Source: an optimization exercise on an open RTL-to-GDS flow (aim: small area and a short achievable clock period). Production flows keep margins and buffers that such runs may drop.
No functional check of the RTL was part of any run shown here.
No activity file was given, so power comes from the tool's default toggle rates.

File: flow/design.v
package bps_pkg;
  localparam int RankBits    = 15;
  localparam int StepBits    = 17;
  localparam int BlockBits   = 16;
  localparam int LogBits     = 4;
  localparam int CfgIdxBits  = 1;
  localparam int CfgDataBits = 16;
endpackage
module bps_mod_a (
  input  logic [16:0] s,
  output logic [3:0]  u15,
  output logic [6:0]  t63,
  output logic [6:0]  z13,
  output logic [6:0]  y11
);
  logic [3:0] x1, y1, x2, y2, x3, y3, m1, m2, m3;
  logic [4:0] t15;
  logic [5:0] x6, y6, m6;
  logic [7:0] y13;
  always_comb begin
    x1 = s[3:0] ^ s[7:4] ^ s[11:8];
    m1 = (s[3:0] & s[7:4]) | (s[3:0] & s[11:8]) | (s[7:4] & s[11:8]);
    y1 = {m1[2:0], m1[3]};
    x2 = x1 ^ y1 ^ s[15:12];
    m2 = (x1 & y1) | (x1 & s[15:12]) | (y1 & s[15:12]);
    y2 = {m2[2:0], m2[3]};
    x3 = x2 ^ y2 ^ {3'b0, s[16]};
    m3 = (x2 & y2) | (x2 & {3'b0, s[16]}) | (y2 & {3'b0, s[16]});
    y3 = {m3[2:0], m3[3]};
    t15 = {1'b0, x3} + {1'b0, y3};
    u15 = t15[3:0] + {3'b0, t15[4]};
    x6 = s[5:0] ^ s[11:6] ^ {1'b0, s[16:12]};
    m6 = (s[5:0] & s[11:6]) | (s[5:0] & {1'b0, s[16:12]}) | (s[11:6] & {1'b0, s[16:12]});
    y6 = {m6[4:0], m6[5]};
    t63 = {1'b0, x6} + {1'b0, y6};
    y13 = {2'b0, s[5:0]} + {3'b0, s[16:12]} + {2'b0, ~s[11:6]};
    z13 = {1'b0, y13[5:0]} + {5'b0, ~y13[7:6]} + 7'd12;
    y11 = {2'b0, s[4:0]} + {2'b0, s[14:10]} + {2'b0, ~s[9:5]} + {5'b0, ~s[16:15]};
  end
endmodule
module bps_mod_b (
  input  logic [2:0] s_lo,
  input  logic [3:0] l,
  input  logic [3:0] u15,
  input  logic [6:0] t63,
  input  logic [6:0] z13,
  input  logic [6:0] y11,
  output logic [3:0] si
);
  logic [3:0] r15, r13, r11, r9;
  logic [2:0] r7, r5, a7, b7;
  logic [1:0] r3;
  logic [5:0] c13;
  logic [4:0] c11, d9;
  logic [5:0] z11;
  logic [3:0] e7;
  always_comb begin
    r15 = (u15 == 4'd15) ? 4'd0 : u15;
    case (r15)
      4'd0, 4'd3, 4'd6, 4'd9, 4'd12:   r3 = 2'd0;
      4'd1, 4'd4, 4'd7, 4'd10, 4'd13:  r3 = 2'd1;
      default:                         r3 = 2'd2;
    endcase
    case (r15)
      4'd0, 4'd5, 4'd10:  r5 = 3'd0;
      4'd1, 4'd6, 4'd11:  r5 = 3'd1;
      4'd2, 4'd7, 4'd12:  r5 = 3'd2;
      4'd3, 4'd8, 4'd13:  r5 = 3'd3;
      default:            r5 = 3'd4;
    endcase
    e7 = {1'b0, t63[2:0]} + {1'b0, t63[5:3]} + {3'b0, t63[6]};
    a7 = e7[2:0] + {2'b0, e7[3]};
    r7 = (a7 == 3'd7) ? 3'd0 : a7;
    d9 = {2'b0, t63[2:0]} + {4'b0, t63[6]} - {2'b0, t63[5:3]};
    r9 = d9[4] ? d9[3:0] + 4'd9 : ((d9[3:0] == 4'd9) ? 4'd0 : d9[3:0]);
    z11 = {1'b0, y11[4:0]} + {4'b0, ~y11[6:5]} + 6'd7;
    c13 = (z13 >= 7'd52) ? 6'(z13 - 7'd52) : z13[5:0];
    c13 = (c13 >= 6'd26) ? 6'(c13 - 6'd26) : c13;
    r13 = (c13 >= 6'd13) ? 4'(c13 - 6'd13) : c13[3:0];
    c11 = (z11 >= 6'd22) ? 5'(z11 - 6'd22) : z11[4:0];
    r11 = (c11 >= 5'd11) ? 4'(c11 - 5'd11) : c11[3:0];
    case (l)
      4'd2:    si = {3'b0, s_lo[0]};
      4'd3:    si = {2'b0, r3};
      4'd4:    si = {2'b0, s_lo[1:0]};
      4'd5:    si = {1'b0, r5};
      4'd6:    si = {2'b0, r3} + ((r3[0] ^ s_lo[0]) ? 4'd3 : 4'd0);
      4'd7:    si = {1'b0, r7};
      4'd8:    si = {1'b0, s_lo};
      4'd9:    si = r9;
      4'd10:   si = {1'b0, r5} + ((r5[0] ^ s_lo[0]) ? 4'd5 : 4'd0);
      4'd11:   si = r11;
      4'd12:   si = {2'b0, r3} + 4'd3 * {2'b0, 2'(2'd3 * (s_lo[1:0] - r3))};
      4'd13:   si = r13;
      4'd14:   si = {1'b0, r7} + ((r7[0] ^ s_lo[0]) ? 4'd7 : 4'd0);
      4'd15:   si = r15;
      default: si = 4'd0;
    endcase
  end
endmodule
module binomial_pipeline_schedule (
  input  logic                              clk_i,
  input  logic                              rst_ni,
  input  logic                              start_i,
  output logic                              busy_o,
  input  logic                              req_type_i,
  input  logic [bps_pkg::RankBits-1:0]      rank_i,
  input  logic [bps_pkg::StepBits-1:0]      step_i,
  input  logic                              cfg_we_i,
  input  logic [bps_pkg::CfgIdxBits-1:0]    cfg_idx_i,
  input  logic [bps_pkg::CfgDataBits-1:0]   cfg_wdata_i,
  output logic                              valid_o,
  output logic                              transfer_valid_o,
  output logic [bps_pkg::RankBits-1:0]      peer_rank_o,
  output logic [bps_pkg::BlockBits-1:0]     block_index_o,
  output logic [bps_pkg::StepBits-1:0]      forged_index_o
);
  assign busy_o = 1'b0;
  logic [3:0]  lx_q;
  logic [15:0] bx_q;
  logic        zb_q;
  always_ff @(posedge clk_i or negedge rst_ni) begin
    if (!rst_ni) begin
      lx_q <= 4'd0;
      bx_q <= 16'd0;
      zb_q <= 1'b0;
    end else if (cfg_we_i) begin
      if (cfg_idx_i == 1'b0) begin
        lx_q <= (cfg_wdata_i[3:0] == 4'd0) ? 4'd0 : cfg_wdata_i[3:0] ^ 4'd1;
      end else begin
        bx_q <= cfg_wdata_i ^ 16'd1;
        zb_q <= (cfg_wdata_i == 16'd0);
      end
    end
  end
  logic [3:0]  l_q;
  logic [15:0] b_q;
  logic        zb;
  logic [15:0] last;
  assign l_q  = lx_q ^ 4'd1;
  assign b_q  = bx_q ^ 16'd1;
  assign zb   = zb_q;
  assign last = zb ? 16'd0 : b_q - 16'd1;
  logic v1_q, v2_q, v3_q, v4_q, v5_q;
  always_ff @(posedge clk_i or negedge rst_ni) begin
    if (!rst_ni) begin
      v1_q    <= 1'b0;
      v2_q    <= 1'b0;
      v3_q    <= 1'b0;
      v4_q    <= 1'b0;
      v5_q    <= 1'b0;
      valid_o <= 1'b0;
    end else begin
      v1_q    <= start_i;
      v2_q    <= v1_q;
      v3_q    <= v2_q;
      v4_q    <= v3_q;
      v5_q    <= v4_q;
      valid_o <= v5_q;
    end
  end
  logic        req1_q, req2_q, req3_q;
  logic [14:0] rank1_q, rank2_q, rank3_q;
  logic [16:0] s1_q, s2_q, s3_q, s4_q;
  logic [3:0]  u15_d, u15_q;
  logic [6:0]  t63_d, t63_q, z13_d, z13_q;
  logic [6:0]  y11_d, y11_q;
  logic [3:0]  si3_d, si3_q, si4_q;
  bps_mod_a u_mod_a (
    .s   (s1_q),
    .u15 (u15_d),
    .t63 (t63_d),
    .z13 (z13_d),
    .y11 (y11_d)
  );
  bps_mod_b u_mod_b (
    .s_lo (s2_q[2:0]),
    .l    (l_q),
    .u15  (u15_q),
    .t63  (t63_q),
    .z13  (z13_q),
    .y11  (y11_q),
    .si   (si3_d)
  );
  always_ff @(posedge clk_i) begin
    req1_q  <= req_type_i;
    rank1_q <= rank_i;
    s1_q    <= step_i;
    req2_q  <= req1_q;
    rank2_q <= rank1_q;
    s2_q    <= s1_q;
    u15_q   <= u15_d;
    t63_q   <= t63_d;
    z13_q   <= z13_d;
    y11_q   <= y11_d;
    req3_q  <= req2_q;
    rank3_q <= rank2_q;
    s3_q    <= s2_q;
    si3_q   <= si3_d;
  end
  logic [14:0] onehot, above, other;
  logic        rot0, any_a, any_b;
  logic [3:0]  pa, pb;
  always_comb begin
    onehot = 15'd1 << si3_q;
    above  = '0;
    for (int j = 0; j < 15; j++) above[j] = rank3_q[j] && (4'(j) > si3_q);
    other = rank3_q ^ onehot;
    rot0  = rank3_q[si3_q] ^ !req3_q;
    any_a = |above;
    pa = 4'd0;
    for (int j = 14; j >= 0; j--) if (above[j]) pa = 4'(j);
    pb = 4'd0;
    for (int j = 14; j >= 0; j--) if (rank3_q[j]) pb = 4'(j);
    any_b = (rank3_q != '0) && (pb < si3_q);
  end
  logic        rot04_q, any_a4_q, any_b4_q;
  logic [3:0]  pa4_q, pb4_q;
  logic [14:0] peer4_q;
  always_ff @(posedge clk_i) begin
    rot04_q  <= rot0;
    any_a4_q <= any_a;
    any_b4_q <= any_b;
    pa4_q    <= pa;
    pb4_q    <= pb;
    peer4_q  <= other;
    si4_q    <= si3_q;
    s4_q     <= s3_q;
  end
  logic [4:0]  x, m, wrapx;
  logic [3:0]  idx, idxp, first, gc;
  logic        recv_nz, kill;
  logic [17:0] g, sl;
  always_comb begin
    x       = any_b4_q ? {1'b0, pb4_q} : {1'b0, si4_q};
    wrapx   = x + {1'b0, l_q};
    m       = (any_a4_q && ({1'b0, pa4_q} < wrapx)) ? {1'b0, pa4_q} : wrapx;
    idx     = 4'(m - {1'b0, si4_q});
    idxp    = rot04_q ? idx : 4'd0;
    first   = any_b4_q ? pb4_q : (rot04_q ? si4_q : pa4_q);
    recv_nz = rot04_q || any_a4_q || any_b4_q;
    g       = {2'b0, b_q} + {14'b0, l_q} + {1'b1, ~s4_q};
    kill    = g[17] || (g[16:0] == '0);
    gc      = (g[16:4] != '0) ? 4'd15 : g[3:0];
    sl      = {1'b0, s4_q} - {14'b0, l_q};
  end
  logic        pre5_q;
  logic [14:0] peer5_q;
  logic [3:0]  idxp5_q, gc5_q, first5_q;
  logic [17:0] sl5_q;
  always_ff @(posedge clk_i) begin
    pre5_q   <= recv_nz && !kill;
    peer5_q  <= peer4_q;
    idxp5_q  <= idxp;
    gc5_q    <= gc;
    first5_q <= first;
    sl5_q    <= sl;
  end
  logic [17:0] f;
  logic [4:0]  d, e;
  logic        ok, clamp, eq, keep;
  logic [15:0] blk, forged;
  always_comb begin
    f      = sl5_q + {14'b0, idxp5_q};
    e      = {1'b0, sl5_q[3:0]} + {1'b0, idxp5_q};
    ok     = pre5_q && !(sl5_q[17] && !e[4]);
    d      = {1'b0, first5_q} - {1'b0, idxp5_q};
    eq     = (d[4] ? (sl5_q[17:5] == '1) : (sl5_q[17:5] == '0)) && (sl5_q[4:0] == d);
    clamp  = {1'b0, idxp5_q} > {1'b0, gc5_q} + {4'b0, zb};
    keep   = clamp && eq;
    blk    = clamp ? last : f[15:0];
    forged = {blk[15:4] & {12{!keep}}, keep ? f[3:0] : blk[3:0]};
  end
  always_ff @(posedge clk_i) begin
    transfer_valid_o <= ok;
    peer_rank_o      <= ok ? peer5_q : '0;
    block_index_o    <= ok ? blk : '0;
    forged_index_o   <= {1'b0, ok ? forged : 16'd0};
  end
endmodule
File: flow/flow/run.sh
#!/bin/bash
# The standard ORFS layout with two changes: Yosys's adder-cell mapping is off, so that ABC
# maps the arithmetic together with the rest of the logic, and the port buffers are
# buf_2 cells. Registers and everything else as in standard.sh; each tool's output lands
# in orfs/logs, make's own output in make_finish.log.
set -euo pipefail
cd "$(dirname "$0")/.."
bash standard.sh ADDER_MAP_FILE= "BUFFER_PORTS_ARGS=-buffer_cell sky130_fd_sc_hd__buf_2" finish > make_finish.log 2>&1
File: flow/config.mk
export PLATFORM = sky130hd
export DESIGN_NAME = binomial_pipeline_schedule
export DESIGN_NICKNAME = binomial_pipeline_schedule
export VERILOG_FILES = /design/flow/design.v
export SDC_FILE = /design/flow/constraint.sdc
export NUM_CORES = 4
export LEC_CHECK = 0
export ABC_AREA = 1
export CAP_MARGIN = 20
export CORE_MARGIN = 2
export CORE_UTILIZATION = 40
export SETUP_SLACK_MARGIN = 4.3
export SLEW_MARGIN = 20
File: flow/constraint.sdc
create_clock -name core_clock -period 7.0 [get_ports {clk_i}]
set_input_delay 1.4000 -clock core_clock [delete_from_list [all_inputs] [get_ports {clk_i}]]
set_output_delay 1.4000 -clock core_clock [all_outputs]
set_load 0.01 [all_outputs]
File: flow/standard.sh
#!/bin/bash
# synth_recipe.tcl (not shown) runs the flow's synth.tcl, then flattens the netlist and writes it again
# the make line also repeats each setting of config.mk as NAME=value (left out here)
make -C /OpenROAD-flow-scripts/flow DESIGN_CONFIG=/design/flow/config.mk WORK_HOME=/design/flow/orfs CLKGATE_MAP_FILE= SYNTH_SCRIPT=/design/flow/synth_recipe.tcl "${@:-finish}"
==> results of run 1 <==
[synthesized netlist by cell type, types with 8 or more instances]
master | instances | share of area, %
sky130_fd_sc_hd__xor2_1 | 84 | 5.2
sky130_fd_sc_hd__nor3_1 | 16 | 0.56
sky130_fd_sc_hd__nand3_1 | 157 | 5.5
sky130_fd_sc_hd__nand3b_1 | 8 | 0.42
sky130_fd_sc_hd__xnor2_1 | 20 | 1.2
sky130_fd_sc_hd__o21ai_0 | 111 | 3.9
sky130_fd_sc_hd__nand2_2 | 12 | 0.53
sky130_fd_sc_hd__nor2_1 | 211 | 5.6
sky130_fd_sc_hd__nand2_1 | 609 | 16
sky130_fd_sc_hd__nor4_1 | 10 | 0.44
sky130_fd_sc_hd__or2_2 | 9 | 0.40
sky130_fd_sc_hd__dfxtp_1 | 269 | 38
sky130_fd_sc_hd__nand4_1 | 31 | 1.4
sky130_fd_sc_hd__inv_1 | 310 | 8.2
sky130_fd_sc_hd__a21oi_1 | 64 | 2.2
sky130_fd_sc_hd__clkbuf_1 | 11 | 0.29
sky130_fd_sc_hd__dfrtp_1 | 27 | 4.7
[flip-flops by register name, summed over array words and instances (netlist names), 16 cells and up]
register and flops:
bx_q 16, block_index_o 16, s1_q 17, s2_q 17, s4_q 17, s3_q 17, sl5_q 18, forged_index_o 16
[path summary, 6_finish.rpt]
check,startpoint,to,depth (start not counted)
worst max-delay path,bx_q[1]$_DFFE_PN0P_,forged_index_o[15]$_SDFF_PN0_,14
worst min-delay path,rank2_q[11]$_DFF_P_,rank3_q[11]$_DFF_P_,0
worst max register to register,bx_q[1]$_DFFE_PN0P_,forged_index_o[15]$_SDFF_PN0_,14
worst min register to register,rank2_q[11]$_DFF_P_,rank3_q[11]$_DFF_P_,0
max in group asynchronous,rst_ni,bx_q[1]$_DFFE_PN0P_,1
min in group asynchronous,rst_ni,bx_q[9]$_DFFE_PN0P_,1
[kinds of logic (layout without fill, tap and decap cells)]
kind of cell | count (synthesis) | in the layout
other | 1 | 2
AOI/OAI and AO/OA | 231 | 231
and+or+nand+nor | 1087 | 1088
buffers and inverters | 344 | 492
adders and majority gates | 1 | 1
DFF | 296 | 296
xor gates and xnor gates | 105 | 105
[power breakdown]
group / switching (W) / internal, W / total, W
clock: 0.000699 / 0.00108 / 0.00178
sequential: 0.000224 / 0.00197 / 0.00219
combinational: 0.00157 / 0.000828 / 0.00240
total: 0.00249 / 0.00387 / 0.00636
[routing by layer]
metal,vias up,routed length (um),track usage [%],part of all wire [%]
met2,301,15630,31.13,46
met1,5619,15960,23.68,46
met3,50,1808,3.292,5.3
met5,-,0,0,0
met4,0,935,7.252,2.7
li1,6733,-,-,-
[cells in the final DEF (no fill, tap or decap), types with 5 or more instances in the layout]
cell type | synthesis | layout
sky130_fd_sc_hd__nor2_4 | 7 | 9
sky130_fd_sc_hd__nor3_1 | 16 | 15
sky130_fd_sc_hd__or2_2 | 9 | 9
sky130_fd_sc_hd__dfxtp_1 | 269 | 251
sky130_fd_sc_hd__a21oi_1 | 64 | 61
sky130_fd_sc_hd__clkbuf_16 | 0 | 36
sky130_fd_sc_hd__xor2_1 | 84 | 82
sky130_fd_sc_hd__a21boi_1 | 5 | 6
sky130_fd_sc_hd__dfrtp_2 | 0 | 6
sky130_fd_sc_hd__clkbuf_8 | 0 | 5
sky130_fd_sc_hd__o221ai_1 | 5 | 5
sky130_fd_sc_hd__nor4_1 | 10 | 10
sky130_fd_sc_hd__buf_2 | 7 | 102
sky130_fd_sc_hd__nor2_2 | 3 | 5
sky130_fd_sc_hd__o21ai_0 | 111 | 107
sky130_fd_sc_hd__o21ai_1 | 5 | 5
sky130_fd_sc_hd__dfxtp_2 | 0 | 12
sky130_fd_sc_hd__inv_2 | 7 | 7
sky130_fd_sc_hd__nand3_1 | 157 | 152
sky130_fd_sc_hd__nand4_1 | 31 | 31
sky130_fd_sc_hd__nand3_2 | 1 | 6
sky130_fd_sc_hd__o211ai_1 | 7 | 7
sky130_fd_sc_hd__inv_1 | 310 | 307
sky130_fd_sc_hd__nand2_1 | 609 | 604
sky130_fd_sc_hd__nor2_1 | 211 | 207
sky130_fd_sc_hd__buf_4 | 5 | 13
sky130_fd_sc_hd__dfxtp_4 | 0 | 6
sky130_fd_sc_hd__xnor2_1 | 20 | 20
sky130_fd_sc_hd__nand3b_1 | 8 | 8
sky130_fd_sc_hd__dfrtp_1 | 27 | 21
sky130_fd_sc_hd__nand2_2 | 12 | 17
[through the flow]
step | cells | total power [W] | setup WS, ns | instance area [um^2]
floorplan | 2066 | 0.003993 | 4.812 | 14260
global route | 2676 | 0.006881 | 4.243 | 16660
global placement | 2603 | 0.004482 | 3.986 | 15220
detailed placement | 2603 | 0.004533 | 3.882 | 15220
CTS | 2668 | 0.006373 | 4.303 | 16420
finish | 2676 | 0.006363 | 4.447 | 16660
[final cells by class]
cell class / instances / area share (%)
Inverter: 317 / 7.195
Multi-Input combinational cell: 1427 / 42.16
Clock buffer: 45 / 5.911
Clock inverter: 15 / 0.9688
Sequential cell: 296 / 36.65
Timing Repair Buffer: 115 / 3.650
Tap cell: 461 / 3.462
[what timing repair did]
item	CTS	global route
setup endpoints to repair	20	40
pin swaps	2	10
buffers inserted	4	8
cloned	1	0
resized for setup	4	67
==> flow_results.xml, run 1 <==
<?xml version="1.0" encoding="UTF-8"?>
<metrics>
  <group name="logic_synthesis">
    <metric name="synth.yosys.warnings" unit="">3</metric>
    <metric name="synthesis.area" unit="um^2">14250</metric>
    <metric name="synth-async-reset-ratio" unit="%">9.122</metric>
    <metric name="synth_mux_area_share" unit="%">0</metric>
    <metric name="combinational_family_with_the_most_area_after_synthesis" unit="">simple AND/OR/NAND/NOR gates</metric>
    <metric name="yosys.area_share.adder" unit="%">0.07023</metric>
    <metric name="synth_compound_area_share" unit="%">9.069</metric>
    <metric name="post_synth.cell_area_avg" unit="um^2">6.902</metric>
    <metric name="yosys.area_share.xor_xnor" unit="%">6.505</metric>
    <metric name="share_of_the_yosys_chip_area_belonging_to_registers" unit="%">42.52</metric>
    <metric name="post_synth_and_or_nand_nor_area_fraction" unit="%">32.48</metric>
    <metric name="syn_inst" unit="">2065</metric>
    <metric name="synthDistinctLibCells" unit="">57</metric>
    <metric name="dominantRegCellSynth" unit="">sky130_fd_sc_hd__dfxtp_1</metric>
    <metric name="number_of_enable_flip_flop_cells_after_synthesis" unit="">0</metric>
    <metric name="postSynthRegisterBits" unit="">296</metric>
  </group>
  <group name="layout">
    <metric name="post-route-util" unit="%">47.18</metric>
    <metric name="share_of_cells_above_drive_strength_1" unit="%">12.46</metric>
    <metric name="finalNetCount" unit="">2245</metric>
    <metric name="seq_area" unit="um^2">6106</metric>
    <metric name="filler_cell_count" unit="">3565</metric>
    <metric name="areaGrowthSynthToFinish" unit="%">16.89</metric>
    <metric name="multi_input_area" unit="um^2">7024</metric>
    <metric name="antenna-diode-count" unit="">0</metric>
  </group>
  <group name="timing">
    <metric name="finalHoldWorstSlack" unit="ns">0.3187</metric>
    <metric name="setup_violations" unit="">0</metric>
    <metric name="timing.final.max_slew_violations" unit="">0</metric>
    <metric name="max_freq" unit="MHz">391.6</metric>
    <metric name="tns" unit="ns">0</metric>
    <metric name="timing.final.crit_period" unit="ns">2.553</metric>
    <metric name="grt_setup_unrepaired" unit="">true</metric>
    <metric name="final_hold_viol_count" unit="">0</metric>
    <metric name="max_slew.worst_pin.slew" unit="ns">0.6528</metric>
    <metric name="relSlewSlack" unit="%">56.48</metric>
    <metric name="clock_skew" unit="ns">0.01578</metric>
    <metric name="final_worst_path_cycle_share" unit="%">36.48</metric>
  </group>
  <group name="clock_network">
    <metric name="tritoncts_num_sinks" unit="">296</metric>
    <metric name="total_cts_buffers" unit="">34</metric>
    <metric name="clock_root_cell" unit="">sky130_fd_sc_hd__clkbuf_16</metric>
    <metric name="cts_tree" unit="">built</metric>
    <metric name="clock_path_buffers" unit="">3</metric>
    <metric name="htree_num_levels" unit="">2</metric>
    <metric name="postCtsHoldBufs" unit="">0</metric>
    <metric name="clkTransAtPathRegs" unit="ns">0.06</metric>
    <metric name="worst_skew_pair_latency" unit="ns">0.53</metric>
  </group>
  <group name="outcome">
    <metric name="result_of_the_run" unit="">no timing/DRC/antenna violations</metric>
  </group>
  <group name="routing">
    <metric name="drt-initial-drc-count" unit="">696</metric>
    <metric name="route.vias.total" unit="">12703</metric>
    <metric name="iteration_count_of_the_initial_detailed_routing_pass" unit="">6</metric>
    <metric name="via_per_inst" unit="">4.747</metric>
    <metric name="wire_per_inst" unit="um">12.83</metric>
    <metric name="drt.antenna.violating_nets" unit="">0</metric>
    <metric name="drc" unit="">0</metric>
    <metric name="wirelength" unit="mm">34.34</metric>
  </group>
  <group name="power">
    <metric name="power_density" unit="nW/um^2">381.9</metric>
    <metric name="leak_pwr" unit="nW">8.742</metric>
    <metric name="worst_case_vdd_ir_drop" unit="uV">201.1</metric>
  </group>
  <group name="worst_setup_path">
    <metric name="worst-endpoint-arrival" unit="ns">2.96</metric>
    <metric name="critPathBufInv" unit="">1</metric>
    <metric name="crit_path_max_incr_delay" unit="ns">0.44</metric>
    <metric name="crit_fanout" unit="">5</metric>
    <metric name="timing.reg2reg.setup_slack" unit="ns">4.45</metric>
    <metric name="path_common_cell" unit="">sky130_fd_sc_hd__nand2_1</metric>
    <metric name="worst_path_max_delay_cell" unit="">sky130_fd_sc_hd__dfrtp_2</metric>
    <metric name="worst_ep_required" unit="ns">7.41</metric>
    <metric name="criticalPathCategory" unit="">reg -&gt; reg</metric>
    <metric name="worst_path_dominant_cell_family" unit="">simple AND/OR/NAND/NOR gates</metric>
    <metric name="endpoint_kind" unit="">flop</metric>
    <metric name="setup.worst_path.start_class" unit="">flop</metric>
    <metric name="ordered_list_of_cells_on_the_worst_path" unit="">inv_1, nand2_1, nor2_4, nand2_1, nor2_4, nand2_2, nor4_4, nand4_1, nor2_2, nand4_1, a31oi_2, a21oi_1, nand2_1, nor2_1</metric>
  </group>
  <group name="global_route">
    <metric name="first_global_vias" unit="">11772</metric>
    <metric name="grt_start_max_net_pins" unit="">28</metric>
    <metric name="grt_first_pass_wirelength" unit="mm">55.49</metric>
    <metric name="gr-usage-all-layers" unit="%">18.58</metric>
    <metric name="grt_antenna_before_repair" unit="">0</metric>
    <metric name="grt_overflow" unit="">0</metric>
  </group>
  <group name="place">
    <metric name="io_buffer_count" unit="">102</metric>
    <metric name="gp_congestion" unit="">0.8942</metric>
    <metric name="detail_placement_hpwl" unit="mm">26.69</metric>
  </group>
  <group name="die">
    <metric name="die_area" unit="um^2">37160</metric>
    <metric name="num_io_pins" unit="">105</metric>
    <metric name="die_span_in_x" unit="um">192.8</metric>
    <metric name="core_region_area" unit="um^2">35310</metric>
    <metric name="die_height" unit="um">192.8</metric>
    <metric name="initial_core_util" unit="%">40.36</metric>
    <metric name="row_count" unit="">69</metric>
  </group>
  <group name="min_path">
    <metric name="worstHoldPathType" unit="">reg -&gt; reg</metric>
  </group>
  <group name="job">
    <metric name="cap_viol_max_count" unit="">0</metric>
  </group>
</metrics>
==> run 2, diff against run 1 <==
--- a/flow/design.v
+++ b/flow/design.v
@@ -120,3 +120,2 @@
   logic [15:0] bx_q;
-  logic        zb_q;
   always_ff @(posedge clk_i or negedge rst_ni) begin
@@ -125,3 +124,2 @@
       bx_q <= 16'd0;
-      zb_q <= 1'b0;
     end else if (cfg_we_i) begin
@@ -131,3 +129,2 @@
         bx_q <= cfg_wdata_i ^ 16'd1;
-        zb_q <= (cfg_wdata_i == 16'd0);
       end
@@ -141,3 +138,3 @@
   assign b_q  = bx_q ^ 16'd1;
-  assign zb   = zb_q;
+  assign zb   = (b_q == 16'd0);
   assign last = zb ? 16'd0 : b_q - 16'd1;
@@ -163,3 +160,3 @@
   logic [14:0] rank1_q, rank2_q, rank3_q;
-  logic [16:0] s1_q, s2_q, s3_q, s4_q;
+  logic [16:0] s1_q, s2_q, s3_q;
   logic [3:0]  u15_d, u15_q;
@@ -200,5 +197,6 @@
   end
-  logic [14:0] onehot, above, other;
-  logic        rot0, any_a, any_b;
-  logic [3:0]  pa, pb;
+  logic [14:0] onehot, above, below, other;
+  logic        rot0, any_a, any_b, kill;
+  logic [3:0]  pa, pb, gc;
+  logic [17:0] g, sl;
   always_comb begin
@@ -206,3 +204,7 @@
     above  = '0;
-    for (int j = 0; j < 15; j++) above[j] = rank3_q[j] && (4'(j) > si3_q);
+    below  = '0;
+    for (int j = 0; j < 15; j++) begin
+      above[j] = rank3_q[j] && (4'(j) > si3_q);
+      below[j] = rank3_q[j] && (4'(j) < si3_q);
+    end
     other = rank3_q ^ onehot;
@@ -210,2 +212,3 @@
     any_a = |above;
+    any_b = |below;
     pa = 4'd0;
@@ -213,8 +216,12 @@
     pb = 4'd0;
-    for (int j = 14; j >= 0; j--) if (rank3_q[j]) pb = 4'(j);
-    any_b = (rank3_q != '0) && (pb < si3_q);
-  end
-  logic        rot04_q, any_a4_q, any_b4_q;
-  logic [3:0]  pa4_q, pb4_q;
+    for (int j = 14; j >= 0; j--) if (below[j]) pb = 4'(j);
+    g    = {2'b0, b_q} + {14'b0, l_q} + {1'b1, ~s3_q} + {17'b0, zb};
+    kill = g[17] || (g[16:1] == '0 && (!g[0] || zb));
+    gc   = (g[16:4] != '0) ? 4'd15 : g[3:0];
+    sl   = {1'b0, s3_q} - {14'b0, l_q};
+  end
+  logic        rot04_q, any_a4_q, any_b4_q, kill4_q;
+  logic [3:0]  pa4_q, pb4_q, gc4_q;
   logic [14:0] peer4_q;
+  logic [17:0] sl4_q;
   always_ff @(posedge clk_i) begin
@@ -227,8 +234,9 @@
     si4_q    <= si3_q;
-    s4_q     <= s3_q;
-  end
-  logic [4:0]  x, m, wrapx;
-  logic [3:0]  idx, idxp, first, gc;
-  logic        recv_nz, kill;
-  logic [17:0] g, sl;
+    kill4_q  <= kill;
+    gc4_q    <= gc;
+    sl4_q    <= sl;
+  end
+  logic [4:0]  x, m, wrapx, d;
+  logic [3:0]  idx, idxp, first;
+  logic        recv_nz, clamp;
   always_comb begin
@@ -241,22 +249,20 @@
     recv_nz = rot04_q || any_a4_q || any_b4_q;
-    g       = {2'b0, b_q} + {14'b0, l_q} + {1'b1, ~s4_q};
-    kill    = g[17] || (g[16:0] == '0);
-    gc      = (g[16:4] != '0) ? 4'd15 : g[3:0];
-    sl      = {1'b0, s4_q} - {14'b0, l_q};
-  end
-  logic        pre5_q;
+    clamp   = idxp > gc4_q;
+    d       = {1'b0, first} - {1'b0, idxp};
+  end
+  logic        pre5_q, clamp5_q;
   logic [14:0] peer5_q;
-  logic [3:0]  idxp5_q, gc5_q, first5_q;
+  logic [3:0]  idxp5_q;
+  logic [4:0]  d5_q;
   logic [17:0] sl5_q;
   always_ff @(posedge clk_i) begin
-    pre5_q   <= recv_nz && !kill;
+    pre5_q   <= recv_nz && !kill4_q;
+    clamp5_q <= clamp;
     peer5_q  <= peer4_q;
     idxp5_q  <= idxp;
-    gc5_q    <= gc;
-    first5_q <= first;
-    sl5_q    <= sl;
+    d5_q     <= d;
+    sl5_q    <= sl4_q;
   end
   logic [17:0] f;
-  logic [4:0]  d, e;
-  logic        ok, clamp, eq, keep;
+  logic        ok, eq;
   logic [15:0] blk, forged;
@@ -264,10 +270,6 @@
     f      = sl5_q + {14'b0, idxp5_q};
-    e      = {1'b0, sl5_q[3:0]} + {1'b0, idxp5_q};
-    ok     = pre5_q && !(sl5_q[17] && !e[4]);
-    d      = {1'b0, first5_q} - {1'b0, idxp5_q};
-    eq     = (d[4] ? (sl5_q[17:5] == '1) : (sl5_q[17:5] == '0)) && (sl5_q[4:0] == d);
-    clamp  = {1'b0, idxp5_q} > {1'b0, gc5_q} + {4'b0, zb};
-    keep   = clamp && eq;
-    blk    = clamp ? last : f[15:0];
-    forged = {blk[15:4] & {12{!keep}}, keep ? f[3:0] : blk[3:0]};
+    ok     = pre5_q && !f[17];
+    eq     = (sl5_q == {{13{d5_q[4]}}, d5_q});
+    blk    = clamp5_q ? last : f[15:0];
+    forged = (clamp5_q && !eq) ? last : f[15:0];
   end
--- a/flow/config.mk
+++ b/flow/config.mk
@@ -11,3 +11,2 @@
 export CORE_UTILIZATION = 40
-export SETUP_SLACK_MARGIN = 4.3
 export SLEW_MARGIN = 20
==> run 2 against run 1 <==
Still clean. Synthesized cell count is 3.4% lower. Sequential share of layout area is 0.97 points higher. Clock skew is 0.0015 ns higher. Worst setup slack worse by 0.47 ns. Via count is 3.8% lower. Synthesized area is 1.1% lower. Total power is 2.8% higher. Clock-buffer cell count is 1 lower. Routed wire length is 3.1% lower. Register-to-register slack worse by 0.47 ns. Clock power is 4% higher. Critical endpoint is now gc4_q[0]$_SDFF_PP1_. Largest power group unchanged. Highest routed layer unchanged.
==> flow_results.xml, run 2 <==
<?xml version="1.0" encoding="UTF-8"?>
<metrics>
  <group name="timing">
    <metric name="final_worst_path_cycle_share" unit="%">43.19</metric>
    <metric name="tns" unit="ns">0</metric>
    <metric name="clock_skew" unit="ns">0.01727</metric>
    <metric name="max_freq" unit="MHz">330.7</metric>
    <metric name="setup_violations" unit="">0</metric>
    <metric name="postLayoutSetupSlackWorst" unit="ns">3.976</metric>
    <metric name="max_slew.worst_pin.slew" unit="ns">0.7027</metric>
    <metric name="relSlewSlack" unit="%">53.10</metric>
    <metric name="grt_setup_unrepaired" unit="">false</metric>
    <metric name="timing.final.crit_period" unit="ns">3.024</metric>
    <metric name="final_hold_viol_count" unit="">0</metric>
    <metric name="timing.final.max_slew_violations" unit="">0</metric>
  </group>
  <group name="routing">
    <metric name="wirelength" unit="mm">33.26</metric>
    <metric name="via_per_inst" unit="">4.711</metric>
    <metric name="route.vias.total" unit="">12226</metric>
    <metric name="iteration_count_of_the_initial_detailed_routing_pass" unit="">6</metric>
    <metric name="drt.antenna.violating_nets" unit="">0</metric>
    <metric name="wire_per_inst" unit="um">12.82</metric>
    <metric name="drt-initial-drc-count" unit="">707</metric>
    <metric name="drc" unit="">0</metric>
  </group>
  <group name="clock_network">
    <metric name="cts_tree" unit="">built</metric>
    <metric name="postCtsSetupBuffers" unit="">0</metric>
    <metric name="htree_num_levels" unit="">2</metric>
    <metric name="clkTransAtPathRegs" unit="ns">0.06</metric>
    <metric name="clock_path_buffers" unit="">3</metric>
    <metric name="worst_skew_pair_latency" unit="ns">0.53</metric>
    <metric name="clock_root_cell" unit="">sky130_fd_sc_hd__clkbuf_16</metric>
    <metric name="postCtsHoldBufs" unit="">0</metric>
    <metric name="tritoncts_num_sinks" unit="">299</metric>
    <metric name="total_cts_buffers" unit="">36</metric>
    <metric name="cts.repair.resized" unit="">0</metric>
  </group>
  <group name="job">
    <metric name="cap_viol_max_count" unit="">0</metric>
  </group>
  <group name="layout">
    <metric name="reg.largest.list" unit="">sl4_q: 18 flops, sl5_q: 18 flops</metric>
    <metric name="share_of_cells_above_drive_strength_1" unit="%">11.18</metric>
    <metric name="layout.cells.most_common_list" unit="">545 x sky130_fd_sc_hd__nand2_1, 300 x sky130_fd_sc_hd__inv_1, 272 x sky130_fd_sc_hd__dfxtp_1, 258 x sky130_fd_sc_hd__nor2_1, 119 x sky130_fd_sc_hd__nand3_1</metric>
    <metric name="post-route-util" unit="%">46.96</metric>
    <metric name="areaGrowthSynthToFinish" unit="%">15.41</metric>
    <metric name="final_cell_area" unit="um^2">16260</metric>
    <metric name="mostFrequentLayoutCell" unit="">sky130_fd_sc_hd__nand2_1</metric>
    <metric name="finalNetCount" unit="">2166</metric>
  </group>
  <group name="die">
    <metric name="core_region_area" unit="um^2">34630</metric>
    <metric name="die_height" unit="um">191.7</metric>
    <metric name="num_io_pins" unit="">105</metric>
    <metric name="die_area" unit="um^2">36750</metric>
    <metric name="row_count" unit="">68</metric>
    <metric name="die_span_in_x" unit="um">191.7</metric>
    <metric name="initial_core_util" unit="%">40.69</metric>
  </group>
  <group name="power">
    <metric name="switching_share" unit="%">39.11</metric>
    <metric name="worst_case_vdd_ir_drop" unit="uV">249.5</metric>
    <metric name="design_power_total" unit="W">0.006540</metric>
    <metric name="pwr-share-seq" unit="%">33.9</metric>
    <metric name="internal_dissipation" unit="W">0.003982</metric>
    <metric name="net-switching-power" unit="W">0.002558</metric>
    <metric name="clk_network_pwr_share" unit="%">28.3</metric>
    <metric name="share_comb_of_total_power" unit="%">37.8</metric>
    <metric name="leak_pwr" unit="nW">8.478</metric>
    <metric name="power_density" unit="nW/um^2">402.2</metric>
  </group>
  <group name="worst_setup_path">
    <metric name="worst_ep_required" unit="ns">7.39</metric>
    <metric name="crit_fanout" unit="">12</metric>
    <metric name="worst-endpoint-arrival" unit="ns">3.41</metric>
    <metric name="endpoint_kind" unit="">flop</metric>
    <metric name="criticalPathCategory" unit="">reg -&gt; reg</metric>
    <metric name="setup.worst_path.start_class" unit="">flop</metric>
  </group>
  <group name="logic_synthesis">
    <metric name="share_of_the_yosys_chip_area_belonging_to_registers" unit="%">43.40</metric>
    <metric name="synthesis.area" unit="um^2">14090</metric>
    <metric name="post_synth_main_area_contributors" unit="">sky130_fd_sc_hd__dfxtp_1 39%, sky130_fd_sc_hd__nand2_1 15%, sky130_fd_sc_hd__inv_1 8.0%</metric>
    <metric name="syn_inst" unit="">1994</metric>
    <metric name="list_of_most_frequent_post_synthesis_cells" unit="">545 x sky130_fd_sc_hd__nand2_1, 300 x sky130_fd_sc_hd__inv_1, 273 x sky130_fd_sc_hd__dfxtp_1, 258 x sky130_fd_sc_hd__nor2_1, 119 x sky130_fd_sc_hd__nand3_1</metric>
    <metric name="synth-async-reset-ratio" unit="%">8.696</metric>
    <metric name="post_synth.cell_area_avg" unit="um^2">7.067</metric>
    <metric name="postSynthRegisterBits" unit="">299</metric>
    <metric name="yosysTopAreaCellShare" unit="%">38.79</metric>
    <metric name="yosys.cell_count.top_type" unit="">sky130_fd_sc_hd__nand2_1</metric>
    <metric name="synth.yosys.warnings" unit="">3</metric>
    <metric name="number_of_enable_flip_flop_cells_after_synthesis" unit="">0</metric>
    <metric name="synthDistinctLibCells" unit="">59</metric>
    <metric name="dominantRegCellSynth" unit="">sky130_fd_sc_hd__dfxtp_1</metric>
    <metric name="synth_top_cell_by_area" unit="">sky130_fd_sc_hd__dfxtp_1</metric>
  </group>
  <group name="global_route">
    <metric name="grt_start_max_net_pins" unit="">47</metric>
    <metric name="gr-usage-all-layers" unit="%">18.20</metric>
    <metric name="first_global_vias" unit="">11295</metric>
    <metric name="grt_first_pass_wirelength" unit="mm">53.53</metric>
    <metric name="grt_antenna_before_repair" unit="">2</metric>
    <metric name="grt_overflow" unit="">0</metric>
  </group>
  <group name="min_path">
    <metric name="worstHoldPathType" unit="">reg -&gt; reg</metric>
  </group>
  <group name="outcome">
    <metric name="result_of_the_run" unit="">no timing/DRC/antenna violations</metric>
  </group>
  <group name="place">
    <metric name="gp_congestion" unit="">0.9354</metric>
    <metric name="io_buffer_count" unit="">102</metric>
    <metric name="place_worst_setup_slack" unit="ns">3.990</metric>
    <metric name="placed_cell_area" unit="um^2">15050</metric>
    <metric name="detail_placement_hpwl" unit="mm">26.09</metric>
  </group>
</metrics>
## run 2: cell count changes in the layout (fill, tap and decap cells not counted), sizes merged, moves of 11 or more
cell | previous run | this run
or2 | 14 | 26
a211oi | 3 | 17
buf | 115 | 104
nand3 | 158 | 125
nand4 | 31 | 20
nor2 | 221 | 266
a21oi | 64 | 77
nand2 | 622 | 556
o21ai | 117 | 85
## run 2: logic make-up after synthesis
logic type / synth area share [%]
buffers and inverters: 9.172
muxes: 0.07991
other: 0.02661
xor gates and xnor gates: 6.775
adders and majority gates: 0.1421
AOI/OAI and AO/OA: 9.839
and+or+nand+nor: 30.56
DFF: 43.40
## run 2: layout make-up
type	count	area [um^2]
inverter	305	1150
timing repair buffer	104	525.5
clock inverter	20	206.4
fill	3456	18370
tap	455	569.3
antenna	2	5.005
multi-input combinational	1366	6686
sequential	299	6117
clock buffer	44	1002
## run 2: final timing paths
kind	from	end	slack, ns	depth (start not counted)
hold / removal	sl4_q[15]$_DFF_P_	sl5_q[15]$_DFF_P_	0.32	0
setup / recovery	lx_q[0]$_DFFE_PN0P_	gc4_q[0]$_SDFF_PP1_	3.98	19
min in group asynchronous	rst_ni	v5_q$_DFF_PN0_	0.90	1
hold reg to reg	sl4_q[15]$_DFF_P_	sl5_q[15]$_DFF_P_	0.32	0
max in group asynchronous	rst_ni	lx_q[3]$_DFFE_PN0P_	5.67	1
setup reg to reg	lx_q[0]$_DFFE_PN0P_	gc4_q[0]$_SDFF_PP1_	3.98	19
## run 2: metal layers
metal  part of all wire, %  track usage [%]  wire [um]  up-vias
met5                     0                0          0        -
met4                   2.9            6.657        957        0
met3                   5.2            3.161       1723       66
met2                    46            30.26      15210      291
met1                    46            23.64      15370     5408
li1                      -                -          -     6461
## run 2: worst max-delay path, cell delays in order (launching register included)
cell	delay, ns
sky130_fd_sc_hd__dfrtp_1	0.59
sky130_fd_sc_hd__inv_1	0.12
sky130_fd_sc_hd__nand2_1	0.12
sky130_fd_sc_hd__nand2_1	0.07
sky130_fd_sc_hd__or2_1	0.24
sky130_fd_sc_hd__nand2_1	0.07
sky130_fd_sc_hd__nand2_1	0.09
sky130_fd_sc_hd__nand4_1	0.15
sky130_fd_sc_hd__nand2_1	0.11
sky130_fd_sc_hd__nand2_1	0.10
sky130_fd_sc_hd__nand2_1	0.12
sky130_fd_sc_hd__nand3_1	0.10
sky130_fd_sc_hd__nand2_1	0.08
sky130_fd_sc_hd__nand2_1	0.06
sky130_fd_sc_hd__nand2_1	0.08
sky130_fd_sc_hd__a21oi_1	0.22
sky130_fd_sc_hd__xnor2_1	0.15
sky130_fd_sc_hd__nand3_1	0.10
sky130_fd_sc_hd__nor2_2	0.22
sky130_fd_sc_hd__nand3_1	0.10
## run 2: through the flow
| step | hold WS, ns | cells |
|---|---|---|
| after floorplan | 0.3096 | 1995 |
| after global placement | 0.3099 | 2529 |
| after detailed placement | 0.3121 | 2529 |
| after CTS | 0.3233 | 2593 |
| after global routing | 0.3236 | 2595 |
| final | 0.3241 | 2595 |
## run 2: power groups by stage
stage,clock network [W],registers [W],logic [W]
2_1_floorplan,0,0.00219,0.00197
3_3_place_gp,0,0.00225,0.00242
3_5_place_dp,0,0.00225,0.00246
4_1_cts,0.00191,0.00222,0.00247
5_1_grt,0.00199,0.00225,0.00287
6_report,0.00185,0.00221,0.00247
==> run 3, diff against run 2 <==
--- a/flow/design.v
+++ b/flow/design.v
@@ -240,3 +240,4 @@
   logic [3:0]  idx, idxp, first;
-  logic        recv_nz, clamp;
+  logic        recv_nz, clamp, neg;
+  logic [4:0]  e;
   always_comb begin
@@ -251,2 +252,4 @@
     d       = {1'b0, first} - {1'b0, idxp};
+    e       = {1'b0, sl4_q[3:0]} + {1'b0, idxp};
+    neg     = sl4_q[17] && !e[4];
   end
@@ -258,3 +261,3 @@
   always_ff @(posedge clk_i) begin
-    pre5_q   <= recv_nz && !kill4_q;
+    pre5_q   <= recv_nz && !kill4_q && !neg;
     clamp5_q <= clamp;
@@ -270,3 +273,3 @@
     f      = sl5_q + {14'b0, idxp5_q};
-    ok     = pre5_q && !f[17];
+    ok     = pre5_q;
     eq     = (sl5_q == {{13{d5_q[4]}}, d5_q});
==> run 3 against run 2 <==
Still clean. Cell count is essentially flat. Core utilization grew 0.058 points. Register-to-register slack lost 0.05 ns. Sequential share of layout area shrank 0.054 points. Worst hold slack lost 0.0045 ns. Total power is essentially flat. Maximum frequency shrank 1.7%. Sequential cell count is the same. First-iteration DRC count shrank 17%. Highest routed layer unchanged.
==> flow_results.xml, run 3 <==
<?xml version="1.0" encoding="UTF-8"?>
<metrics>
  <group name="clock_network">
    <metric name="worst_skew_pair_latency" unit="ns">0.53</metric>
    <metric name="cts_tree" unit="">built</metric>
    <metric name="total_cts_buffers" unit="">35</metric>
    <metric name="cts.repair.resized" unit="">0</metric>
    <metric name="clkTransAtPathRegs" unit="ns">0.07</metric>
    <metric name="htree_num_levels" unit="">2</metric>
    <metric name="tritoncts_num_sinks" unit="">299</metric>
    <metric name="postCtsHoldBufs" unit="">0</metric>
    <metric name="clock_root_cell" unit="">sky130_fd_sc_hd__clkbuf_16</metric>
    <metric name="clock_path_buffers" unit="">3</metric>
    <metric name="postCtsSetupBuffers" unit="">0</metric>
  </group>
  <group name="worst_setup_path">
    <metric name="worstSetupEndpoint" unit="">gc4_q[0]$_SDFF_PP1_</metric>
    <metric name="criticalPathCategory" unit="">reg -&gt; reg</metric>
    <metric name="worstRegToRegCells" unit="">19</metric>
    <metric name="endpoint_kind" unit="">flop</metric>
    <metric name="ordered_list_of_cells_on_the_worst_path" unit="">inv_1, nand2_1, nor2_1, nand3_1, nor2_1, buf_4, nand2_1, o21ai_2, nand2_1, nand2_2, nand3_1, nand2_1, nand2_1, nand2_1, a21oi_2, xor2_1, nand2_1, nor3_1, nand4_1</metric>
    <metric name="crit_fanout" unit="">11</metric>
    <metric name="worst-endpoint-arrival" unit="ns">3.46</metric>
    <metric name="crit_path_max_incr_delay" unit="ns">0.38</metric>
    <metric name="crit-reg2reg-launch" unit="">bx_q[8]$_DFFE_PN0P_</metric>
    <metric name="r2r-end" unit="">gc4_q[0]$_SDFF_PP1_</metric>
    <metric name="worst_ep_required" unit="ns">7.39</metric>
    <metric name="setup.worst_path.start_class" unit="">flop</metric>
    <metric name="timing.reg2reg.setup_slack" unit="ns">3.92</metric>
    <metric name="path_common_cell" unit="">sky130_fd_sc_hd__nand2_1</metric>
    <metric name="worst_path_max_delay_cell" unit="">sky130_fd_sc_hd__dfrtp_1</metric>
    <metric name="startpoint" unit="">bx_q[8]$_DFFE_PN0P_</metric>
  </group>
  <group name="place">
    <metric name="detail_placement_hpwl" unit="mm">25.33</metric>
    <metric name="place.detailed.instances" unit="">2530</metric>
    <metric name="io_buffer_count" unit="">102</metric>
    <metric name="gp_congestion" unit="">0.8814</metric>
  </group>
  <group name="power">
    <metric name="design_power_total" unit="W">0.006538</metric>
    <metric name="power_density" unit="nW/um^2">401.5</metric>
    <metric name="worst_case_vdd_ir_drop" unit="uV">212.2</metric>
    <metric name="leak_pwr" unit="nW">8.465</metric>
  </group>
  <group name="logic_synthesis">
    <metric name="dominantRegCellSynth" unit="">sky130_fd_sc_hd__dfxtp_1</metric>
    <metric name="syn_inst" unit="">2002</metric>
    <metric name="synthesis.area" unit="um^2">14130</metric>
    <metric name="synth-async-reset-ratio" unit="%">8.696</metric>
    <metric name="post_synth_main_area_contributors" unit="">sky130_fd_sc_hd__dfxtp_1 39%, sky130_fd_sc_hd__nand2_1 14%, sky130_fd_sc_hd__inv_1 8.2%</metric>
    <metric name="share_of_the_yosys_chip_area_belonging_to_registers" unit="%">43.28</metric>
    <metric name="yosys.cell_count.top_type" unit="">sky130_fd_sc_hd__nand2_1</metric>
    <metric name="postSynthRegisterBits" unit="">299</metric>
    <metric name="list_of_most_frequent_post_synthesis_cells" unit="">514 x sky130_fd_sc_hd__nand2_1, 309 x sky130_fd_sc_hd__inv_1, 273 x sky130_fd_sc_hd__dfxtp_1, 257 x sky130_fd_sc_hd__nor2_1, 94 x sky130_fd_sc_hd__nand3_1</metric>
    <metric name="number_of_enable_flip_flop_cells_after_synthesis" unit="">0</metric>
    <metric name="post_synth.cell_area_avg" unit="um^2">7.058</metric>
    <metric name="synthDistinctLibCells" unit="">57</metric>
    <metric name="yosysTopAreaCellShare" unit="%">38.68</metric>
    <metric name="synth.yosys.warnings" unit="">3</metric>
    <metric name="synth_top_cell_by_area" unit="">sky130_fd_sc_hd__dfxtp_1</metric>
  </group>
  <group name="outcome">
    <metric name="result_of_the_run" unit="">no timing/DRC/antenna violations</metric>
  </group>
  <group name="timing">
    <metric name="relSlewSlack" unit="%">32.10</metric>
    <metric name="final_hold_viol_count" unit="">0</metric>
    <metric name="timing.final.crit_period" unit="ns">3.075</metric>
    <metric name="clock_skew" unit="ns">0.02223</metric>
    <metric name="setup_violations" unit="">0</metric>
    <metric name="max_freq" unit="MHz">325.2</metric>
    <metric name="final_worst_path_cycle_share" unit="%">43.93</metric>
    <metric name="grt_setup_unrepaired" unit="">false</metric>
    <metric name="tns" unit="ns">0</metric>
    <metric name="timing.final.max_slew_violations" unit="">0</metric>
    <metric name="max_slew.worst_pin.slew" unit="ns">1.016</metric>
  </group>
  <group name="min_path">
    <metric name="worstHoldPathType" unit="">reg -&gt; reg</metric>
  </group>
  <group name="layout">
    <metric name="reg.largest.list" unit="">sl4_q: 18 flops, sl5_q: 18 flops</metric>
    <metric name="areaGrowthSynthToFinish" unit="%">15.23</metric>
    <metric name="multi_input_area" unit="um^2">6671</metric>
    <metric name="mostFrequentLayoutCell" unit="">sky130_fd_sc_hd__nand2_1</metric>
    <metric name="filler_cell_count" unit="">3483</metric>
    <metric name="antenna-diode-count" unit="">0</metric>
    <metric name="layout.cells.most_common_list" unit="">514 x sky130_fd_sc_hd__nand2_1, 309 x sky130_fd_sc_hd__inv_1, 273 x sky130_fd_sc_hd__dfxtp_1, 257 x sky130_fd_sc_hd__nor2_1, 102 x sky130_fd_sc_hd__buf_2</metric>
    <metric name="seq_area" unit="um^2">6116</metric>
    <metric name="final_cell_count_without_fillers" unit="">2593</metric>
    <metric name="finalNetCount" unit="">2166</metric>
    <metric name="share_of_cells_above_drive_strength_1" unit="%">10.52</metric>
  </group>
  <group name="routing">
    <metric name="route.vias.total" unit="">12123</metric>
    <metric name="via_per_inst" unit="">4.675</metric>
    <metric name="wire_per_inst" unit="um">12.47</metric>
    <metric name="drc" unit="">0</metric>
    <metric name="wirelength" unit="mm">32.33</metric>
    <metric name="drt.antenna.violating_nets" unit="">0</metric>
    <metric name="drt-initial-drc-count" unit="">586</metric>
    <metric name="iteration_count_of_the_initial_detailed_routing_pass" unit="">5</metric>
  </group>
  <group name="global_route">
    <metric name="first_global_vias" unit="">11181</metric>
    <metric name="gr-usage-all-layers" unit="%">17.73</metric>
    <metric name="grt_overflow" unit="">0</metric>
    <metric name="grt_first_pass_wirelength" unit="mm">52.75</metric>
    <metric name="grt_antenna_before_repair" unit="">0</metric>
    <metric name="grt_start_max_net_pins" unit="">33</metric>
  </group>
  <group name="die">
    <metric name="die_area" unit="um^2">36840</metric>
    <metric name="die_span_in_x" unit="um">192.0</metric>
    <metric name="row_count" unit="">68</metric>
    <metric name="die_height" unit="um">192.0</metric>
    <metric name="num_io_pins" unit="">105</metric>
    <metric name="initial_core_util" unit="%">40.80</metric>
    <metric name="core_region_area" unit="um^2">34630</metric>
  </group>
  <group name="job">
    <metric name="cap_viol_max_count" unit="">0</metric>
  </group>
</metrics>
[run 3: changes by cell type after synthesis, sizes merged, moves of 5 or more]
cell,change
inv,+9
o21ai,+18
xnor2,+9
nand2,-21
or2,-6
a21oi,+19
buf,+5
nand3,-19
a211oi,-7
[run 3: per-layer routing]
metal  GRT usage (%)  vias up  routed length, um  part of all wire [%]
met5               0        -                  0                     0
met4           5.355        0                702                   2.2
met3           2.942       51               1583                   4.9
met2           29.30      244              14330                    44
met1           23.72     5376              15720                    49
li1                -     6452                  -                     -
[run 3: per-stage QoR]
step                instance area [um^2]  hold WS, ns  setup WS (ns)  utilization, %
global placement                   15060       0.3099          4.034           43.50
global route                       16280       0.3263          3.515           47.02
detailed placement                 15060       0.3121          3.964           43.50
floorplan                          14130       0.3096          4.606               -
finish                             16280       0.3196          3.925           47.02
CTS                                16280       0.3202          3.934           47.02
[run 3: cell families (layout without fill, tap and decap cells)]
family / count (synthesis) / count (layout) / synth area share [%]
and+or+nand+nor: 973 / 973 / 29.13
buffers and inverters: 347 / 482 / 9.528
xor gates and xnor gates: 120 / 120 / 7.438
AOI/OAI and AO/OA: 262 / 262 / 10.59
DFF: 299 / 299 / 43.28
other: 1 / 2 / 0.02654
[run 3: worst min path at each step]
stage / startpoint / to / slack, ns / depth (start not counted)
global route: sl4_q[16]$_DFF_P_ / sl5_q[16]$_DFF_P_ / 0.33 / 0
finish: rank2_q[0]$_DFF_P_ / rank3_q[0]$_DFF_P_ / 0.32 / 0
CTS: rank2_q[0]$_DFF_P_ / rank3_q[0]$_DFF_P_ / 0.32 / 0
floorplan: peer4_q[0]$_DFF_P_ / peer5_q[0]$_DFF_P_ / 0.31 / 0
global placement: rank2_q[0]$_DFF_P_ / rank3_q[0]$_DFF_P_ / 0.31 / 0
detailed placement: rank2_q[5]$_DFF_P_ / rank3_q[5]$_DFF_P_ / 0.31 / 0
[run 3: cell type report]
| class | count | area share [%] |
|---|---|---|
| clock buffers | 50 | 6.547 |
| clock inverters | 13 | 0.9375 |
| inverters | 316 | 7.300 |
| multi-input cells | 1357 | 40.97 |
| flip-flops and latches | 299 | 37.56 |
| well taps | 455 | 3.496 |
| repair buffers | 103 | 3.181 |
[run 3: where the power goes]
part	total (W)	switching [W]	internal, W
logic	0.00245	0.00159	0.000863
registers	0.00223	0.000227	0.00201
clock network	0.00185	0.000710	0.00114
[run 3: critical path, delay by kind of cell (launching register included)]
family	cells	cell delay (ns)
flip-flops	1	0.38
XOR/XNOR	1	0.14
AO/OA/AOI/OAI	2	0.29
AND/OR/NAND/NOR	14	1.75
buffers and inverters	2	0.36
==> run 4, diff against run 3 <==
--- a/flow/design.v
+++ b/flow/design.v
@@ -217,4 +217,4 @@
     for (int j = 14; j >= 0; j--) if (below[j]) pb = 4'(j);
-    g    = {2'b0, b_q} + {14'b0, l_q} + {1'b1, ~s3_q} + {17'b0, zb};
-    kill = g[17] || (g[16:1] == '0 && (!g[0] || zb));
+    g    = {2'b0, b_q} + {14'b0, l_q} + {1'b1, ~s3_q};
+    kill = g[17] || (g[16:0] == '0);
     gc   = (g[16:4] != '0) ? 4'd15 : g[3:0];
@@ -250,3 +250,3 @@
     recv_nz = rot04_q || any_a4_q || any_b4_q;
-    clamp   = idxp > gc4_q;
+    clamp   = {1'b0, idxp} > {1'b0, gc4_q} + {4'b0, zb};
     d       = {1'b0, first} - {1'b0, idxp};
==> run 4 against run 3 <==
Still clean. Highest routed layer unchanged. Largest cell class unchanged. Critical path type unchanged. Clock-buffer cell count down 9. Maximum frequency up 5.0%. Worst hold slack better by 0.0039 ns.
==> flow_results.xml, run 4 <==
<?xml version="1.0" encoding="UTF-8"?>
<metrics>
  <group name="timing">
    <metric name="max_freq" unit="MHz">341.4</metric>
    <metric name="final_worst_path_cycle_share" unit="%">41.84</metric>
    <metric name="clock_skew" unit="ns">0.02603</metric>
    <metric name="relSlewSlack" unit="%">36.78</metric>
    <metric name="tns" unit="ns">0</metric>
    <metric name="final_hold_viol_count" unit="">0</metric>
    <metric name="postLayoutSetupSlackWorst" unit="ns">4.071</metric>
    <metric name="timing.final.max_slew_violations" unit="">0</metric>
    <metric name="grt_setup_unrepaired" unit="">false</metric>
    <metric name="setup_violations" unit="">0</metric>
    <metric name="timing.final.crit_period" unit="ns">2.929</metric>
    <metric name="max_slew.worst_pin.slew" unit="ns">0.9460</metric>
  </group>
  <group name="global_route">
    <metric name="grt_first_pass_wirelength" unit="mm">52.45</metric>
    <metric name="first_global_vias" unit="">10908</metric>
    <metric name="gr-usage-all-layers" unit="%">17.60</metric>
    <metric name="grt_overflow" unit="">0</metric>
    <metric name="grt_antenna_before_repair" unit="">0</metric>
    <metric name="grt_start_max_net_pins" unit="">38</metric>
  </group>
  <group name="die">
    <metric name="num_io_pins" unit="">105</metric>
    <metric name="die_area" unit="um^2">37200</metric>
    <metric name="row_count" unit="">69</metric>
    <metric name="die_height" unit="um">192.9</metric>
    <metric name="die_span_in_x" unit="um">192.9</metric>
    <metric name="initial_core_util" unit="%">40.41</metric>
    <metric name="core_region_area" unit="um^2">35310</metric>
  </group>
  <group name="logic_synthesis">
    <metric name="synthesis.area" unit="um^2">14270</metric>
    <metric name="syn_inst" unit="">2002</metric>
    <metric name="postSynthRegisterBits" unit="">299</metric>
    <metric name="post_synth.cell_area_avg" unit="um^2">7.128</metric>
    <metric name="post_synth_main_area_contributors" unit="">sky130_fd_sc_hd__dfxtp_1 38%, sky130_fd_sc_hd__nand2_1 13%, sky130_fd_sc_hd__inv_1 7.5%</metric>
    <metric name="synth.yosys.warnings" unit="">3</metric>
    <metric name="synthDistinctLibCells" unit="">59</metric>
    <metric name="share_of_the_yosys_chip_area_belonging_to_registers" unit="%">42.86</metric>
    <metric name="yosys.cell_count.top_type" unit="">sky130_fd_sc_hd__nand2_1</metric>
    <metric name="list_of_most_frequent_post_synthesis_cells" unit="">510 x sky130_fd_sc_hd__nand2_1, 285 x sky130_fd_sc_hd__inv_1, 273 x sky130_fd_sc_hd__dfxtp_1, 232 x sky130_fd_sc_hd__nor2_1, 104 x sky130_fd_sc_hd__nand3_1</metric>
    <metric name="number_of_enable_flip_flop_cells_after_synthesis" unit="">0</metric>
    <metric name="dominantRegCellSynth" unit="">sky130_fd_sc_hd__dfxtp_1</metric>
    <metric name="synth-async-reset-ratio" unit="%">8.696</metric>
    <metric name="yosysTopAreaCellShare" unit="%">38.30</metric>
    <metric name="synth_top_cell_by_area" unit="">sky130_fd_sc_hd__dfxtp_1</metric>
  </group>
  <group name="worst_setup_path">
    <metric name="worst-endpoint-arrival" unit="ns">3.37</metric>
    <metric name="endpoint_kind" unit="">flop</metric>
    <metric name="startpoint" unit="">u15_q[1]$_DFF_P_</metric>
    <metric name="crit-reg2reg-launch" unit="">u15_q[1]$_DFF_P_</metric>
    <metric name="worst_ep_required" unit="ns">7.44</metric>
    <metric name="setup.worst_path.start_class" unit="">flop</metric>
    <metric name="crit_fanout" unit="">6</metric>
    <metric name="criticalPathCategory" unit="">reg -&gt; reg</metric>
    <metric name="timing.reg2reg.setup_slack" unit="ns">4.07</metric>
  </group>
  <group name="routing">
    <metric name="route.vias.total" unit="">12041</metric>
    <metric name="drc" unit="">0</metric>
    <metric name="iteration_count_of_the_initial_detailed_routing_pass" unit="">4</metric>
    <metric name="drt-initial-drc-count" unit="">594</metric>
    <metric name="wire_per_inst" unit="um">12.54</metric>
    <metric name="via_per_inst" unit="">4.640</metric>
    <metric name="wirelength" unit="mm">32.55</metric>
    <metric name="drt.antenna.violating_nets" unit="">0</metric>
  </group>
  <group name="job">
    <metric name="cap_viol_max_count" unit="">0</metric>
  </group>
  <group name="power">
    <metric name="design_power_total" unit="W">0.006703</metric>
    <metric name="leak_pwr" unit="nW">8.438</metric>
    <metric name="worst_case_vdd_ir_drop" unit="uV">207.0</metric>
    <metric name="power_density" unit="nW/um^2">408.2</metric>
  </group>
  <group name="clock_network">
    <metric name="clock_path_buffers" unit="">3</metric>
    <metric name="tritoncts_num_sinks" unit="">299</metric>
    <metric name="postCtsHoldBufs" unit="">0</metric>
    <metric name="clock_root_cell" unit="">sky130_fd_sc_hd__clkbuf_16</metric>
    <metric name="cts.repair.resized" unit="">0</metric>
    <metric name="total_cts_buffers" unit="">34</metric>
    <metric name="cts_tree" unit="">built</metric>
    <metric name="clkTransAtPathRegs" unit="ns">0.06</metric>
    <metric name="postCtsSetupBuffers" unit="">0</metric>
    <metric name="htree_num_levels" unit="">2</metric>
    <metric name="worst_skew_pair_latency" unit="ns">0.55</metric>
  </group>
  <group name="place">
    <metric name="gp_congestion" unit="">0.8525</metric>
    <metric name="place_worst_setup_slack" unit="ns">4.105</metric>
    <metric name="detail_placement_hpwl" unit="mm">25.73</metric>
    <metric name="io_buffer_count" unit="">102</metric>
  </group>
  <group name="layout">
    <metric name="layout.cells.most_common_list" unit="">510 x sky130_fd_sc_hd__nand2_1, 285 x sky130_fd_sc_hd__inv_1, 273 x sky130_fd_sc_hd__dfxtp_1, 232 x sky130_fd_sc_hd__nor2_1, 104 x sky130_fd_sc_hd__nand3_1</metric>
    <metric name="reg.largest.list" unit="">sl4_q: 18 flops, sl5_q: 18 flops</metric>
    <metric name="finalNetCount" unit="">2163</metric>
    <metric name="areaGrowthSynthToFinish" unit="%">15.07</metric>
    <metric name="mostFrequentLayoutCell" unit="">sky130_fd_sc_hd__nand2_1</metric>
    <metric name="antenna-diode-count" unit="">0</metric>
    <metric name="share_of_cells_above_drive_strength_1" unit="%">13.26</metric>
    <metric name="filler_cell_count" unit="">3509</metric>
  </group>
  <group name="min_path">
    <metric name="worst_hold_startpoint" unit="">rank1_q[3]$_DFF_P_</metric>
    <metric name="worstHoldPathType" unit="">reg -&gt; reg</metric>
  </group>
  <group name="outcome">
    <metric name="result_of_the_run" unit="">no timing/DRC/antenna violations</metric>
  </group>
</metrics>
==> run 4: cells by family (layout without fill, tap and decap cells) <==
logic type	after synthesis	count (layout)	share of synthesized area [%]
adders and majority gates	1	1	0.07015
AOI/OAI and AO/OA	257	257	10.36
other	1	2	0.02628
buffers and inverters	335	466	9.154
xor gates and xnor gates	117	117	7.181
DFF	299	299	42.86
and+or+nand+nor	992	992	30.36
==> run 4: report_power, final <==
group	leakage (nW)	total, W	internal [W]	switching [W]
clock network	0.600	0.00189	0.00116	0.000724
registers	2.59	0.00224	0.00202	0.000230
logic	5.25	0.00257	0.000913	0.00166
total	8.44	0.00670	0.00409	0.00261
==> run 4: cell type report <==
class / instances / area (um^2) / area share [%]
clock inverter: 20 / 271.5 / 1.653
timing repair buffer: 103 / 518.0 / 3.155
inverter: 302 / 1139 / 6.934
clock buffer: 41 / 948.4 / 5.776
sequential: 299 / 6116 / 37.24
tap: 461 / 576.8 / 3.513
multi-input combinational: 1369 / 6852 / 41.73
==> run 4: per-stage QoR <==
stage	std cells	hold slack [ns]	cell area [um^2]	util, %
floorplan	2003	0.3096	14270	-
global placement	2534	0.3099	15200	43.05
detailed placement	2534	0.3121	15200	43.05
CTS	2595	0.3195	16420	46.50
global route	2595	0.3292	16420	46.50
finish	2595	0.3235	16420	46.50
==> run 4: worst paths after layout <==
check,endpoint,depth (start not counted)
max in group asynchronous,lx_q[2]$_DFFE_PN0P_,1
setup reg to reg,si3_q[3]$_DFF_P_,18
min in group asynchronous,bx_q[15]$_DFFE_PN0P_,1
setup / recovery,si3_q[3]$_DFF_P_,18
hold / removal,rank2_q[3]$_DFF_P_,0
hold reg to reg,rank2_q[3]$_DFF_P_,0
==> run 4: worst max-delay path: stages, from the launching register on <==
cell	delay, ns
sky130_fd_sc_hd__dfxtp_1	0.45
sky130_fd_sc_hd__nand2_1	0.09
sky130_fd_sc_hd__inv_1	0.08
sky130_fd_sc_hd__nand3_1	0.14
sky130_fd_sc_hd__nand2_1	0.18
sky130_fd_sc_hd__nor2_1	0.07
sky130_fd_sc_hd__inv_1	0.07
sky130_fd_sc_hd__o21ai_0	0.09
sky130_fd_sc_hd__o21ai_0	0.56
sky130_fd_sc_hd__inv_1	0.12
sky130_fd_sc_hd__nand2_1	0.09
sky130_fd_sc_hd__nand3_1	0.09
sky130_fd_sc_hd__o21a_1	0.14
sky130_fd_sc_hd__xnor2_1	0.12
sky130_fd_sc_hd__nor3_1	0.16
sky130_fd_sc_hd__o21ai_0	0.13
sky130_fd_sc_hd__nand2_1	0.11
sky130_fd_sc_hd__nor2_1	0.05
sky130_fd_sc_hd__o211ai_1	0.09
==> run 4: layer usage <==
metal / vias to the layer above / share of wire, % / GRT usage, %
met5: - / 0 / 0
met4: 0 / 1.7 / 5.490
met3: 41 / 4.5 / 2.801
met2: 223 / 45 / 28.48
met1: 5309 / 49 / 23.99
li1: 6468 / - / -

static timing again, ports no longer ideal:
No port has a modelled driver above. Below, the same layouts with a new extraction and two added sets of constraints. Step 1: set_driving_cell puts a clkbuf_16 on clk_i and a buf_2 on each other input, an assumption about the parent block. Step 2, shift: input delay + t, output delay - t, t = (earliest + latest rising clock arrival at the registers) / 2. This alone moves slack from input paths to output paths. Slacks: ideal ports / drivers / drivers and shift; pairs: ideal ports / drivers.
run	t (ns)	slack for setup (ns)	hold slack, ns	latest minus earliest clock arrival (ns)	pins driven straight from the clock port
run 1	0.575	4.447 / 4.447 / 4.331	0.319 / 0.319 / 0.319	0.019 / 0.019	1
run 2	0.567	3.976 / 3.976 / 3.976	0.324 / 0.324 / 0.324	0.019 / 0.019	1
run 3	0.569	3.925 / 3.925 / 3.925	0.320 / 0.320 / 0.320	0.029 / 0.029	1
run 4	0.587	4.071 / 4.071 / 4.071	0.323 / 0.323 / 0.323	0.030 / 0.030	1
After both steps setup and hold are still met in every run listed. The setup slack of run 1, which loses most, moves by 0.000 ns with the drivers and by -0.116 ns with both steps.
